What follows belongs to an exercise in optimizing a design on an open flow for small area, a short achievable clock period and few clock cycles; a production flow would make more cautious choices.
Where RTL was checked, it was by simulation tests only, not by an equivalence proof against the original.

Setup of nickel:
## cordic_rot_iter
module cordic_rot_iter (
    input  logic        clk_i,
    input  logic        rst_i,
    input  logic        valid_i,
    output logic        ready_o,
    input  logic [63:0] angle_i,
    output logic        valid_o,
    input  logic        ready_i,
    output logic [63:0] cos_o,
    output logic [63:0] sin_o,
    output logic        range_err_o
);
export LEC_CHECK = 0
export CAP_MARGIN = 20
export CORE_MARGIN = 2
export CORE_UTILIZATION = 55
export CTS_BUF_LIST = sky130_fd_sc_hd__clkbuf_4 sky130_fd_sc_hd__clkbuf_8
export SETUP_SLACK_MARGIN = 4.5
export SLEW_MARGIN = 20
create_clock -name core_clock -period 8.0 [get_ports {clk_i}]
run.sh (not shown) runs the stock make flow with config.mk's settings and CLKGATE_MAP_FILE= SYNTH_SCRIPT=/design/flow/synth_recipe.tcl, a recipe that flattens the netlist after the stock synthesis.
Testbench counts of nickel, summed over its fixed seeds: cycles 1,864.
Relative to nickel, the following input files were edited for juniper:
--- a/flow/config.mk
+++ b/flow/config.mk
@@ -8,5 +8,5 @@
 export CAP_MARGIN = 20
 export CORE_MARGIN = 2
-export CORE_UTILIZATION = 55
+export CORE_UTILIZATION = 40
 export CTS_BUF_LIST = sky130_fd_sc_hd__clkbuf_4 sky130_fd_sc_hd__clkbuf_8
 export SETUP_SLACK_MARGIN = 4.5
==> run summary <==
The flow did not stop early for juniper: all stages ran, and the layout cleared the timing, DRC and antenna checks.
juniper: cell count about 7% above nickel
juniper — critical path data required time 2.45 ns lower, nickel as reference
From nickel to juniper the numbers moved as follows: core utilization went down; total via count after detailed routing dropped about 0.66%; maximum frequency went down.
Taking nickel as the reference, in juniper total core area went up about 38%, die area now sits higher.
Delta (juniper minus nickel): final critical-path required period went up 0.047 ns; average routed wire per standard cell went down about 7%; routed metal-1 wire length held.
> inputs changed (juniper -> cedar)
--- a/flow/config.mk
+++ b/flow/config.mk
@@ -10,4 +10,4 @@
 export CORE_UTILIZATION = 40
 export CTS_BUF_LIST = sky130_fd_sc_hd__clkbuf_4 sky130_fd_sc_hd__clkbuf_8
-export SETUP_SLACK_MARGIN = 4.5
+export SETUP_SLACK_MARGIN = 4.0
 export SLEW_MARGIN = 20
Results
cedar vs juniper, critical path launch point: d0_q1_q2_q3_q4_q5_q6_q7 vs o_y[33]
Comparing juniper against cedar, there is no change at all in die height.
Density: cedar sparser than juniper
Required arrival time at the worst endpoint was lower in juniper than in cedar.
Going from juniper to cedar, critical path depth grows by 5.
NOTE: first-iteration DRC count in cedar falls short of that of juniper
#### Input delta (xenon over cedar)
--- a/flow/config.mk
+++ b/flow/config.mk
@@ -10,4 +10,4 @@
 export CORE_UTILIZATION = 40
 export CTS_BUF_LIST = sky130_fd_sc_hd__clkbuf_4 sky130_fd_sc_hd__clkbuf_8
-export SETUP_SLACK_MARGIN = 4.0
+export SETUP_SLACK_MARGIN = 5.0
 export SLEW_MARGIN = 20
Notes after the runs:
- Every run in the comparison, cedar and xenon, completed the flow with a clean layout.
- From cedar to xenon, gate count after technology mapping did not move at all.
- The data required time at the worst endpoint of xenon falls short of that of cedar by 2.48 ns.
- Compared with cedar, xenon has extra setup slack.
- x_q8[23] as the endpoint of the worst setup timing path was reported by cedar, and sin_o[63] by xenon.
- Looking at non-clock buffer total of the final layout, xenon sits 1627 higher than cedar does.
- Between cedar and xenon, routed wire length is lower for cedar, xenon comes in above that.
- From cedar to xenon the numbers moved as follows: detailed-routed wire length on met3 went up, number of clock sinks did not really move.

========
cordic_rot_iter, a different RTL version from the one above (not shown whole).
Size in the first run: about 18,000 cells after synthesis, roughly 2,400 flip-flops, roughly 200 I/O pins.
export LEC_CHECK = 0
export CAP_MARGIN = 20
export CORE_MARGIN = 2
export CORE_UTILIZATION = 40
export CTS_BUF_LIST = sky130_fd_sc_hd__clkbuf_4 sky130_fd_sc_hd__clkbuf_8
export SETUP_SLACK_MARGIN = 3.6
export SLEW_MARGIN = 20
create_clock -name core_clock -period 8.0 [get_ports {clk_i}]
Change:
--- a/flow/config.mk
+++ b/flow/config.mk
@@ -9,5 +9,3 @@
 export CORE_MARGIN = 2
 export CORE_UTILIZATION = 40
-export CTS_BUF_LIST = sky130_fd_sc_hd__clkbuf_4 sky130_fd_sc_hd__clkbuf_8
-export SETUP_SLACK_MARGIN = 3.6
 export SLEW_MARGIN = 20
After rerunning: The changed run ran to the end with no violations. Cell count decreases by 1.1%. Global-route usage decreases by 0.11 points. Core utilization is about the same. Die area is unchanged. Area after synthesis does not change.
Change:
--- a/flow/config.mk
+++ b/flow/config.mk
@@ -9,3 +9,5 @@
 export CORE_MARGIN = 2
 export CORE_UTILIZATION = 40
+export CTS_BUF_LIST = sky130_fd_sc_hd__clkbuf_4 sky130_fd_sc_hd__clkbuf_8
+export SETUP_SLACK_MARGIN = 4.0
 export SLEW_MARGIN = 20
Via count went up slightly.
Final area went up slightly.
Sequential share of layout area went down by 0.28 points.
Die area does not change.
Final cell count went up slightly.
Synthesized area does not change.
Worst setup slack gains 1.5 ns.
No functional check of the RTL was part of any run of this note.

========
Another version of the RTL of cordic_rot_iter (not shown whole).
Size in the first run: ~18000 cells after synthesis, ~200 I/O pins, roughly 180000 um2 of cells after synthesis.
==> flow/config.mk <==
export PLATFORM = sky130hd
export DESIGN_NAME = cordic_rot_iter
export DESIGN_NICKNAME = cordic_rot_iter
export VERILOG_FILES = /design/flow/design.v
export SDC_FILE = /design/flow/constraint.sdc
export NUM_CORES = 4
export LEC_CHECK = 0
export CAP_MARGIN = 20
export CORE_MARGIN = 2
export CORE_UTILIZATION = 40
export CTS_BUF_LIST = sky130_fd_sc_hd__clkbuf_4 sky130_fd_sc_hd__clkbuf_8
export SETUP_SLACK_MARGIN = 5.0
export SLEW_MARGIN = 20
==> flow/constraint.sdc <==
create_clock -name core_clock -period 8.0 [get_ports {clk_i}]
set_input_delay 1.6000 -clock core_clock [delete_from_list [all_inputs] [get_ports {clk_i}]]
set_output_delay 1.6000 -clock core_clock [all_outputs]
set_load 0.01 [all_outputs]
Testbench counts at the start, summed over its fixed seeds: cycles 1,864.
Edit:
Settings changed: SETUP_SLACK_MARGIN 5.0 to 4.5.
=>
- The changed run finished clean
- wire length goes down by 7.4%
- utilization goes down by 6.0 points
- count of clock-buffer cells in the layout is unchanged
- worst setup slack gains 17 ps
- worst hold slack loses 12 ps
- maximum frequency goes up by 0.46%

========
try-quartz:
cordic_rot_iter, a different RTL version from the one above (not shown whole).
For scale: about 19000 cells after synthesis, roughly 2400 flip-flops, about 200 I/O pins.
Settings: LEC_CHECK=0, CAP_MARGIN=20, CORE_MARGIN=2, CORE_UTILIZATION=40, SLEW_MARGIN=20; clock period 8.0 ns.
### try-quartz -> try-amber
# try-quartz
export LEC_CHECK = 0
export CAP_MARGIN = 20
export CORE_MARGIN = 2
export CORE_UTILIZATION = 40
export SLEW_MARGIN = 20
create_clock -name core_clock -period 8.0 [get_ports {clk_i}]
# try-amber
export LEC_CHECK = 0
export CAP_MARGIN = 20
export CORE_MARGIN = 2
export CORE_UTILIZATION = 40
export SETUP_SLACK_MARGIN = 3.6
export SLEW_MARGIN = 20
create_clock -name core_clock -period 8.0 [get_ports {clk_i}]
## What came out
- Compared with try-quartz, in try-amber setup slack saw an increase; wire length climbed 0.61%; clock-buffer cell count held steady.
- Area overhead of the layout relative to synthesis for try-amber: 0.40 points up relative to try-quartz
- Re critical path depth: try-quartz was lower than try-amber.
- Compared with try-quartz, try-amber supports a higher clock frequency.
- Insertion delay to the later sink of the worst-skew pair of try-amber is on par with try-quartz.
- Post-synthesis share of cell area spent on and, or, nand and nor gates of try-amber is on par with try-quartz.
- Summary: final area, try-amber worse than try-quartz
Function was not checked in any run of this note: the RTL went through the layout flow alone.

==> re-timing with driven ports <==
The results above use ideal ports. As a check the final layouts listed here were re-extracted and re-timed, cells and wires unchanged. Step 1: set_driving_cell puts a clkbuf_16 on clk_i and a buf_2 on each other input, an assumption about the parent block. Step 2 moves the port delays by t, midway between the first and last clock arrival at a register: inputs arrive t later, outputs are due t later. That takes back most of the time a late clock gives input paths. Three values: ideal ports, drivers, drivers and shift; two values: the first two.
| run | shift t [ns] | setup WS [ns] | slew at the worst register clock pin (ns) |
|---|---|---|---|
| nickel | 1.216 | 4.412 / 4.315 / 3.413 | 0.08 / 0.08 |
| juniper | 1.257 | 4.365 / 4.249 / 3.292 | 0.08 / 0.08 |
| cedar | 1.267 | 4.007 / 3.983 / 3.060 | 0.08 / 0.08 |
| xenon | 1.290 | 4.347 / 4.228 / 3.424 | 0.08 / 0.08 |
| the first run of note 2 | 1.236 | 3.627 / 3.605 / 2.518 | 0.08 / 0.08 |
| the second run of note 2 | 1.044 | 2.181 / 2.159 / 1.834 | 0.06 / 0.06 |
| the third run of note 2 | 1.248 | 3.639 / 3.639 / 2.893 | 0.08 / 0.08 |
| the first run of note 3 | 1.325 | 4.204 / 4.070 / 3.531 | 0.08 / 0.08 |
| the second run of note 3 | 1.308 | 4.221 / 4.089 / 3.340 | 0.09 / 0.09 |
| try-quartz | 1.042 | 2.574 / 2.666 / 1.624 | 0.06 / 0.06 |
| try-amber | 1.052 | 3.585 / 3.630 / 2.631 | 0.07 / 0.07 |
After both steps every run listed still meets setup and hold. The setup slack of the first run of note 2, which loses most, moves by -0.022 ns with the drivers and by -1.109 ns with both steps.
